This design comes from an exercise in tuning for small area, a short achievable clock period and few clock cycles per item on the open sky130 flow, not from production work. Only simulation tests tie the RTL to the original design; equivalence was not proved. Power is estimated from default activity; no workload was simulated.

## job 9618
==> flow/design.v (excerpt) <==
module position_report_ascii_encoder
(
    input  logic              clk,
    input  logic              rst_n,
    input  logic              pos_valid,
    output logic              pos_ready,
    input  logic signed [LatW-1:0] pos_lat_micro,
    input  logic signed [LonW-1:0] pos_lon_micro,
    input  logic [FixW-1:0]   pos_fix_level,
    output logic              rpt_valid,
    input  logic              rpt_ready,
    output logic [CharW-1:0]  rpt_out_char,
    output logic              rpt_last_char,
    output logic              rpt_pos_invalid,
    input  logic              psel,
    input  logic              penable,
    input  logic              pwrite,
    input  logic [AddrW-1:0]  paddr,
    input  logic [DataW-1:0]  pwdata,
    output logic [DataW-1:0]  prdata,
    output logic              pready
);
Settings: LEC_CHECK=0, CAP_MARGIN=20, CORE_MARGIN=2, CORE_UTILIZATION=40, SLEW_MARGIN=20; clock period 9.0 ns.
standard.sh (not shown) runs the stock make flow with config.mk's settings and CLKGATE_MAP_FILE= SYNTH_SCRIPT=/design/flow/synth_recipe.tcl, a recipe that flattens the netlist after the stock synthesis.
==> flow/flow/run.sh <==
#!/bin/bash
set -euo pipefail
bash standard.sh SETUP_SLACK_MARGIN=6.0 "BUFFER_PORTS_ARGS=-buffer_cell sky130_fd_sc_hd__buf_1" finish > orfs_flow.log 2>&1
Testbench counts of job 9618, summed over its fixed seeds: cycles 17,649, reports 960.
#### Input delta (job 6843 over job 9618)
==> flow/flow/run.sh <==
#!/bin/bash
set -euo pipefail
bash standard.sh SETUP_SLACK_MARGIN=6.5 finish > orfs_flow.log 2>&1
## What came out
- Job 6843 does worse than job 9618 on routed wire length.
- Overall power consumption delta for job 6843 relative to job 9618: 0.36 mW higher
- Looking at slowest library cell on the worst path, the sky130_fd_sc_hd__or4_4 result is from job 6843; the sky130_fd_sc_hd__dfrtp_1 one comes from job 9618.
- Changes observed in job 6843 relative to job 9618: internal power component shows an increase of 0.16 mW, filler cell count decreased about 6%.
- [compare] base=job 9618 new=job 6843: antenna diode instance count held steady; amount of wire on met2 after detailed routing shows an increase of 10%.
For job 5081, these inputs were changed with respect to job 6843:
==> flow/flow/run.sh <==
#!/bin/bash
set -euo pipefail
bash standard.sh SETUP_SLACK_MARGIN=6.0 finish > orfs_flow.log 2>&1
Results
NOTE: detailed placer's ending HPWL in job 5081 exceeds that of job 6843
Going from job 6843 to job 5081, non-clock buffer count shrinks by 37.
For job 5081, the slowest cell on the critical path was sky130_fd_sc_hd__nor2_2, unlike job 6843, where it was sky130_fd_sc_hd__or4_4.
Maximum fanout along the worst path (lower): job 6843
In job 5081, the design area came out 7.7% below the value in job 6843.
Arrival time at the worst endpoint in job 5081 is 170 ps lower than in job 6843
Higher global-route wire length before repair goes to job 6843 over job 5081.
Changes in job 8024 relative to job 5081:
- a change of CORE_UTILIZATION from 40 to 60
Results
- Cmp job 5081 and job 8024 / switching fraction of total power / higher: job 5081
- Job 8024 vs. job 5081: fraction of standard cell area that is sequential has increased; number of cell instances on the worst register-to-register path saw an increase.

---

the previous run:
Another version of the RTL of position_report_ascii_encoder (not shown whole).
Size in the first run: about 1,300 cells after synthesis, roughly 12,000 um2 of cells after synthesis.
clock: 9.0 ns
lec_check: 0
cap_margin: 20
core_margin: 2
core_utilization: 40
slew_margin: 20
==> flow/flow/run.sh <==
#!/bin/bash
set -euo pipefail
bash standard.sh SETUP_SLACK_MARGIN=6.0 "BUFFER_PORTS_ARGS=-buffer_cell sky130_fd_sc_hd__buf_1" finish > orfs_flow.log 2>&1
The previous run | status: complete | timing, DRC, antenna: pass
Testbench counts of the previous run, summed over its fixed seeds: cycles 17,649, reports 960.
[inputs] the current run vs the previous run
Settings: CORE_UTILIZATION now 50, was 40.
Results
- Compared the previous run against the current run; share of layout cells above drive strength 1 within noise.
- In the metrics for the current run and the previous run, the one carrying the higher clock group share of total power is the previous run.
- As of the current run, final routed wire length divided by cell count had risen by a few percent compared to the previous run.
- The current run — share of the clock period used by the worst path 0.69 points lower, the previous run as reference
- Compared with the previous run, the current run improves minimum period implied by the final worst setup slack.

---

## job 8324
position_report_ascii_encoder with an RTL version that a note above also has.
For scale: roughly 1,300 cells after synthesis, about 200 flip-flops, ~150 I/O pins, about 12,000 um^2 of cells after synthesis.
==> flow/config.mk <==
export PLATFORM = sky130hd
export DESIGN_NAME = position_report_ascii_encoder
export DESIGN_NICKNAME = position_report_ascii_encoder
export VERILOG_FILES = /design/flow/design.v
export SDC_FILE = /design/flow/constraint.sdc
export NUM_CORES = 4
export LEC_CHECK = 0
export CAP_MARGIN = 5
export CORE_MARGIN = 2
export CORE_UTILIZATION = 40
export SLEW_MARGIN = 5
==> flow/constraint.sdc <==
create_clock -name core_clock -period 9.0 [get_ports {clk}]
set_input_delay 1.8000 -clock core_clock [delete_from_list [all_inputs] [get_ports {clk}]]
set_output_delay 1.8000 -clock core_clock [all_outputs]
set_load 0.01 [all_outputs]
==> flow/flow/run.sh <==
#!/bin/bash
set -euo pipefail
bash standard.sh SETUP_SLACK_MARGIN=6.0 "BUFFER_PORTS_ARGS=-buffer_cell sky130_fd_sc_hd__buf_2" finish > orfs_flow.log 2>&1
Testbench counts of job 8324, summed over its fixed seeds: cycles 17,649, reports 960.
Input-level comparison between job 6236 and job 8324:
- changing SLEW_MARGIN from 5 to 20
- changing CAP_MARGIN from 5 to 20
==> flow/flow/run.sh <==
#!/bin/bash
set -euo pipefail
bash standard.sh SETUP_SLACK_MARGIN=6.5 "BUFFER_PORTS_ARGS=-buffer_cell sky130_fd_sc_hd__buf_2" finish > orfs_flow.log 2>&1
Results
Per the comparison of job 6236 with job 8324, final weighted congestion in routability-driven placement did not really move; clock skew went down 0.0083 ns.
Comparing total combinational power for job 6236 and job 8324, the smaller number came from job 8324.
Count of non-CTS buffers in the layout (lower): job 8324
The run showing the greater path depth of the worst reg2reg path is job 8324.
For job 8324, the library cell contributing the largest single delay on the critical path was sky130_fd_sc_hd__dfrtp_1, unlike job 6236, where it was sky130_fd_sc_hd__dfxtp_2.
Relative to job 8324, the wire length of the first global-routing pass of job 6236 is higher by about 1.3%.
Between job 8324 and job 6236, post-CTS setup repair buffer count increased.
Job 6236 reports its launch point of the critical path as inv_q$_DFF_P_ while job 8324 reports lon_pend$_DFFE_PN0P_.
Sort job 6236 and job 8324 by fraction of area in multi-input gates, descending, and job 6236 comes first.
The combined global-route utilization of all metal layers in job 6236 was higher than what job 8324 gave.
Compared with job 8324, job 6236 ends up with a larger final cell area.
#### Input delta (job 7497 over job 6236)
==> flow/flow/run.sh <==
#!/bin/bash
set -euo pipefail
bash standard.sh SETUP_SLACK_MARGIN=6.0 "BUFFER_PORTS_ARGS=-buffer_cell sky130_fd_sc_hd__buf_2" finish > orfs_flow.log 2>&1
## What came out
[compare] base=job 6236 new=job 7497: area used by sequential logic in the layout -0.98%; detailed-routing wirelength on met1 shrank by about 2.7%; global-route track usage on met3 now larger.
The average wire per standard cell in job 7497 was lower than what job 6236 gave.
Looking at clock share of power, job 7497 sits 1.6 points higher than job 6236 does.
[inputs] job 7440 vs job 7497
- CTS_BUF_LIST now sky130_fd_sc_hd__clkbuf_8, previously not set
## What came out
Reported for job 7440 and job 7497, count of clock tree sinks turned out identical to the last digit.
Diff job 7497 -> job 7440: arrival time at the worst endpoint went up, via count now sits lower.
Of job 7440 and job 7497, it is job 7440 that has the higher fraction of standard cell area in multi-input logic.
Switching share of total power, job 7440 and job 7497: larger value in job 7440
Re minimum period implied by the final worst setup slack: job 7440 is 0.032 ns up on job 7497.
Delta(area growth from synthesis to final layout, job 7440 - job 7497) < 0
Comparing job 7497 with job 7440, the non-clock buffer area fraction after layout came out essentially unchanged.

re-timing with driven ports:
How much do the figures lean on ideal ports? The routed layouts below were timed once more, with nothing changed but the port constraints.
Step 1: set_driving_cell puts a clkbuf_16 on clk and a buf_2 on each other input, an assumption about the parent block.
Step 2 times the ports against the registers' clock, not the clock port: input delays grow and output delays shrink by t, the midpoint of the rising clock arrivals with the driver on.
a / b / c = ideal ports / drivers / drivers and shift; a / b = the first two.
run	t, ns	slack for setup (ns)	worst setup path at the end	cell pins on the clock port's net
job 9618	0.487	5.885 / 5.837 / 5.460	input to register	1
job 6843	0.487	5.849 / 5.835 / 5.375	input to register	1
job 5081	0.486	5.795 / 5.817 / 5.331	input to register	1
job 8024	0.480	5.758 / 5.743 / 5.297	input to register	1
the previous run	0.486	6.013 / 6.013 / 5.619	input to register	1
the current run	0.486	6.075 / 6.027 / 5.618	input to register	1
job 8324	0.499	5.851 / 5.803 / 5.460	input to register	1
job 6236	0.484	5.857 / 5.809 / 5.389	input to register	1
job 7497	0.499	5.851 / 5.803 / 5.460	input to register	1
job 7440	0.524	5.819 / 5.776 / 5.464	input to register	1
After both steps every run listed still meets setup and hold. For job 6843, which loses most, drivers alone change the setup slack by -0.014 ns; drivers and shift together by -0.474 ns.
